Context: an optimization exercise on an open-source flow, tuned for small area, a short achievable clock period and few clock cycles. The choices shown serve that exercise and are no tape-out recipe.
Function was checked by simulation only, so behaviour that the tests miss may differ from the original.
Power figures rest on the tool's default switching activity, not on a simulated workload.

==> inputs of v15 <==
Design conv_engine, start of the top module:
module conv_engine (
  input  logic                     clk,
  input  logic                     rst,
  input  logic                     start,
  input  conv_geom_pkg::dim_t      map_dim,
  input  conv_geom_pkg::stride_t   stride,
  input  logic                     map_we,
  input  conv_geom_pkg::map_addr_t map_addr,
  input  conv_data_pkg::pixel_t    map_wdata,
  input  logic                     kernel_we,
  input  conv_geom_pkg::tap_addr_t kernel_addr,
  input  conv_data_pkg::weight_t   kernel_wdata,
  input  conv_geom_pkg::map_addr_t res_addr,
  output conv_data_pkg::pixel_t    res_rdata,
  output logic                     busy,
  output logic                     done,
  output conv_geom_pkg::map_addr_t max_idx,
  output conv_data_pkg::pixel_t    max_val
);
  logic        scan;
  logic [4:0]  dim;
  logic        zero_next;
  logic [95:0] taps;
  logic        scan_next;
  logic        m_va, m_vb, m_last;
  logic [7:0]  m_k;
  logic        run_start;
  logic       kwe_q;
  logic [3:0] ka_q;
  logic [7:0] kd_q;
  logic [71:0] kernel;
  always_ff @(posedge clk or posedge rst) begin
    if (rst) kwe_q <= 1'b0;
    else     kwe_q <= kernel_we;
  end
  always_ff @(posedge clk) begin
    ka_q <= kernel_addr;
    kd_q <= kernel_wdata;
    for (int t = 0; t < 9; t++) begin
      if (kwe_q && ka_q == 4'(t)) kernel[t*8 +: 8] <= kd_q;
    end
  end
  word_ram map_ring (
    .clk(clk), .rst(rst), .we(map_we), .waddr(map_addr), .wdata(map_wdata),
    .scan(scan), .scan_next(scan_next), .dim(dim), .zero_next(zero_next), .taps(taps)
  );
  patch_gen patch_gen_i (
    .clk(clk), .rst(rst), .start(start), .map_dim(map_dim), .stride(stride),
    .zero_next(zero_next), .scan(scan), .scan_next(scan_next), .dim(dim),
    .m_va(m_va), .m_vb(m_vb), .m_k(m_k), .m_last(m_last),
    .run_start(run_start), .busy(busy)
  );
  logic [71:0] xa, xb;
  ...
==> module result_store, before the edit <==
module result_store (
  input  logic        clk,
  input  logic        rst,
  input  logic        run_start,
  input  logic        s_va,       
  input  logic        s_vb,
  input  logic [7:0]  s_k,
  input  logic        s_last,
  input  logic [6:0]  val_a,      
  input  logic [6:0]  val_b,
  input  logic [7:0]  res_addr,
  output logic [7:0]  res_rdata,
  output logic [7:0]  max_idx,
  output logic [7:0]  max_val,
  output logic        done
);
  localparam int NRES = 196;    
  logic       v1st, v2nd;
  logic [6:0] val1st;
  logic       w0, w1;
  logic [6:0] i0, i1;
  logic [6:0] d0, d1;
  always_comb begin
    v1st   = s_va || s_vb;
    v2nd   = s_va && s_vb;
    val1st = s_va ? val_a : val_b;
    i1 = s_k[7:1];
    i0 = s_k[7:1] + 7'(s_k[0]);
    if (!s_k[0]) begin
      w0 = v1st; d0 = val1st;
      w1 = v2nd; d1 = val_b;
    end else begin
      w0 = v2nd; d0 = val_b;
      w1 = v1st; d1 = val1st;
    end
  end
  logic gt_a, gt_b, b_gt_a, upd_a, take_b;
  always_comb begin
    gt_a   = val_a > max_val[6:0];
    gt_b   = val_b > max_val[6:0];
    b_gt_a = val_b > val_a;
    upd_a  = s_va && gt_a;
    take_b = s_vb && (upd_a ? b_gt_a : gt_b);
  end
  logic [6:0] res [NRES];
  always_ff @(posedge clk) begin
    for (int k = 0; k < NRES; k++) begin
      if ((k % 2) == 0) begin
        if (w0 && i0 == 7'(k / 2)) res[k] <= d0;
      end else begin
        if (w1 && i1 == 7'(k / 2)) res[k] <= d1;
      end
    end
  end
  always_ff @(posedge clk or posedge rst) begin
    if (rst) begin
      max_val <= '0;
      max_idx <= '0;
      done    <= 1'b0;
    end else begin
      done <= s_last;
      if (run_start) begin
        max_val <= '0;
        max_idx <= '0;
      end else if (take_b) begin
        max_val <= {1'b0, val_b};
        max_idx <= s_k + 8'(s_va);
      end else if (upd_a) begin
        max_val <= {1'b0, val_a};
        max_idx <= s_k;
      end
    end
  end
  logic [6:0] resp [256];    
  always_comb begin
    for (int k = 0; k < 256; k++) begin
      resp[k] = (k < NRES) ? res[k] : res[k - 64];
    end
  end
  logic [6:0] rd_lo, rd_hi;
  logic       a7_q;
  always_ff @(posedge clk) begin
    rd_lo <= resp[{1'b0, res_addr[6:0]}];
    rd_hi <= resp[{1'b1, res_addr[6:0]}];
    a7_q  <= res_addr[7];
  end
  assign res_rdata = {1'b0, a7_q ? rd_hi : rd_lo};
endmodule
clock: 10.0 ns
lec_check: 0
cap_margin: 20
core_margin: 2
core_utilization: 40
cts_cluster_diameter: 100
cts_cluster_size: 20
slew_margin: 20
standard.sh (not shown) runs the stock make flow with config.mk's settings and CLKGATE_MAP_FILE= SYNTH_SCRIPT=/design/flow/synth_recipe.tcl, a recipe that flattens the netlist after the stock synthesis.
==> flow/flow/run.sh <==
#!/bin/bash
# Standard layout (the standard.sh, standard synthesis unchanged), with the
# timing repair aiming at a setup slack of MARGIN ns instead of 0, so that
# resizing and buffering keep working below the 10 ns clock period.
set -euo pipefail
MARGIN=6.6
bash standard.sh SETUP_SLACK_MARGIN=$MARGIN finish > make_finish.log 2>&1
==> v12 (differences from v15) <==
--- a/flow/design.v
+++ b/flow/design.v
@@ -4434,14 +4434,11 @@
       resp[k] = (k < NRES) ? res[k] : res[k - 64];
     end
   end
-  logic [6:0] rd_lo, rd_hi;
-  logic       a7_q;
+  logic [6:0] rdata_q;
   always_ff @(posedge clk) begin
-    rd_lo <= resp[{1'b0, res_addr[6:0]}];
-    rd_hi <= resp[{1'b1, res_addr[6:0]}];
-    a7_q  <= res_addr[7];
+    rdata_q <= resp[res_addr];
   end
-  assign res_rdata = {1'b0, a7_q ? rd_hi : rd_lo};
+  assign res_rdata = {1'b0, rdata_q};
 endmodule
 `timescale 1ns/10ps
 module conv_engine (
==> flow/run.sh (new file) <==
#!/bin/bash
# synth_recipe.tcl (not shown) runs the flow's synth.tcl, then flattens the netlist and writes it again
# the make line also repeats each setting of config.mk as NAME=value (left out here)
make -C /OpenROAD-flow-scripts/flow DESIGN_CONFIG=/design/flow/config.mk WORK_HOME=/design/flow/orfs CLKGATE_MAP_FILE= SYNTH_SCRIPT=/design/flow/synth_recipe.tcl finish
--- a/flow/config.mk
+++ b/flow/config.mk
@@ -10,4 +10,5 @@
 export CORE_UTILIZATION = 40
 export CTS_CLUSTER_DIAMETER = 100
 export CTS_CLUSTER_SIZE = 20
+export SETUP_SLACK_MARGIN = 5
 export SLEW_MARGIN = 20
removed: flow/flow/run.sh
removed: flow/standard.sh
==> v19 (differences from v15) <==
--- a/flow/design.v
+++ b/flow/design.v
@@ -4434,14 +4434,11 @@
       resp[k] = (k < NRES) ? res[k] : res[k - 64];
     end
   end
-  logic [6:0] rd_lo, rd_hi;
-  logic       a7_q;
+  logic [6:0] rdata_q;
   always_ff @(posedge clk) begin
-    rd_lo <= resp[{1'b0, res_addr[6:0]}];
-    rd_hi <= resp[{1'b1, res_addr[6:0]}];
-    a7_q  <= res_addr[7];
+    rdata_q <= resp[res_addr];
   end
-  assign res_rdata = {1'b0, a7_q ? rd_hi : rd_lo};
+  assign res_rdata = {1'b0, rdata_q};
 endmodule
 `timescale 1ns/10ps
 module conv_engine (
--- a/flow/flow/run.sh
+++ b/flow/flow/run.sh
@@ -3,5 +3,5 @@
 # timing repair aiming at a setup slack of MARGIN ns instead of 0, so that
 # resizing and buffering keep working below the 10 ns clock period.
 set -euo pipefail
-MARGIN=6.6
+MARGIN=6.3
 bash standard.sh SETUP_SLACK_MARGIN=$MARGIN finish > make_finish.log 2>&1
==> metrics.md <==
| Metric | Value |
|---|---|
| Outcome | `timing/DRC/antenna clean` |
| Final core utilization | `about 45%` |
| Non-CTS buffers | `around 730` |
| Synth Area in Compound Gates | `5.88%` |
| Power after layout | `43,700 µW` |
| Clock buffer cells | `356` |
| Most used cell, CP | `buf_16` |
| Die area | `approximately 510,000 µm²` |
| Slew @ Worst Pin | `1.36 ns` |
| Finished layout cell area | `224,000 µm²` |
| R2r setup slk | `6.21 ns` |
| Minimum clock period | `4.05 ns` |
| Levels on crit path | `11` |
| Die Wd | `714 µm` |
# the run above: v19

==> metrics.md <==
| Metric | Value |
|---|---|
| Outcome | `timing/DRC/antenna clean` |
| Slew @ Worst Pin | `1.38 ns` |
| Mean post-synth cell area | `about 14 µm²` |
| Synth Area in Adders | `a little under an eighth` |
| R2r setup slk | `about 6.4 ns` |
| Power after layout | `roughly 43,000 µW` |
| Synth Area in Compound Gates | `5.68%` |
| Initial core utilization | `40.2%` |
| Most used cell, CP | `buf_6` |
| Levels on crit path | `3` |
| Die Wd | `approximately 710 µm` |
| Minimum clock period | `4.08 ns` |
| Non-CTS buffers | `a little over 800` |
| Worst reg2reg path endpoint | `result_store_i.res[10][4]$_DFFE_PP_` |
| Clock buffer cells | `377` |
| Final core utilization | `about 45%` |
| Finished layout cell area | `225,000 µm²` |
# the run above: v15

==> metrics.md <==
| Metric | Value |
|---|---|
| Outcome | `timing/DRC/antenna clean` |
| Clock buffer cells | `349` |
| Power share of the clock group | `25.7%` |
| Final core utilization | `43.8%` |
| Levels on crit path | `11` |
| Minimum clock period | `5.21 ns` |
| I/O pin count | `73` |
| Finished layout cell area | `220,000 µm²` |
| Synth Area in Compound Gates | `5.88%` |
| Crit start category | `input port` |
| Yosys top cell by area | `edfxtp_1` |
| FF-to-FF Start | `patch_gen_i.phase[0]$_DFF_PP0_` |
| DRT Pass-1 Iters | `10` |
| Die Wd | `~710 µm` |
| Kind of cell adding the most delay to the critical path | `simple AND/OR/NAND/NOR gates` |
| Slew @ Worst Pin | `1.31 ns` |
| Int Power | `30,000 µW` |
| Die area | `510,000 µm²` |
| R2r setup slk | `5.69 ns` |
| Power after layout | `44,100 µW` |
| Non-CTS buffers | `460` |
# the run above: v12

Testbench counts of v15, summed over its fixed seeds: cycles 34,808.
Testbench counts of v12, summed over its fixed seeds: cycles 34,808.
Testbench counts of v19, summed over its fixed seeds: cycles 34,808.

## port drivers added, routing unchanged
No port has a modelled driver above. Below, the same layouts with a new extraction and two added sets of constraints.
Step 1 assumes that a clkbuf_16 drives the clock port and a buf_2 every other input.
Step 2 times the ports against the registers' clock, not the clock port: input delays grow and output delays shrink by t, the midpoint of the rising clock arrivals with the driver on.
Slacks: no drivers / after step 1 / after step 2; pairs: no drivers / after step 1.
run	t, ns	setup WS [ns]	hold slack, ns	latest minus earliest clock arrival (ns)	worst register clock-pin slew, ns
v15	1.130	5.920 / 5.802 / 5.174	0.330 / 0.330 / 0.330	0.151 / 0.152	0.10 / 0.10
v12	1.117	4.786 / 4.877 / 3.760	0.331 / 0.331 / 0.331	0.129 / 0.128	0.10 / 0.10
v19	1.132	5.951 / 5.919 / 4.787	0.324 / 0.324 / 0.324	0.144 / 0.144	0.11 / 0.11
After both steps every run listed still meets setup and hold. For v19, which loses most, drivers alone change the setup slack by -0.032 ns; drivers and shift together by -1.164 ns.
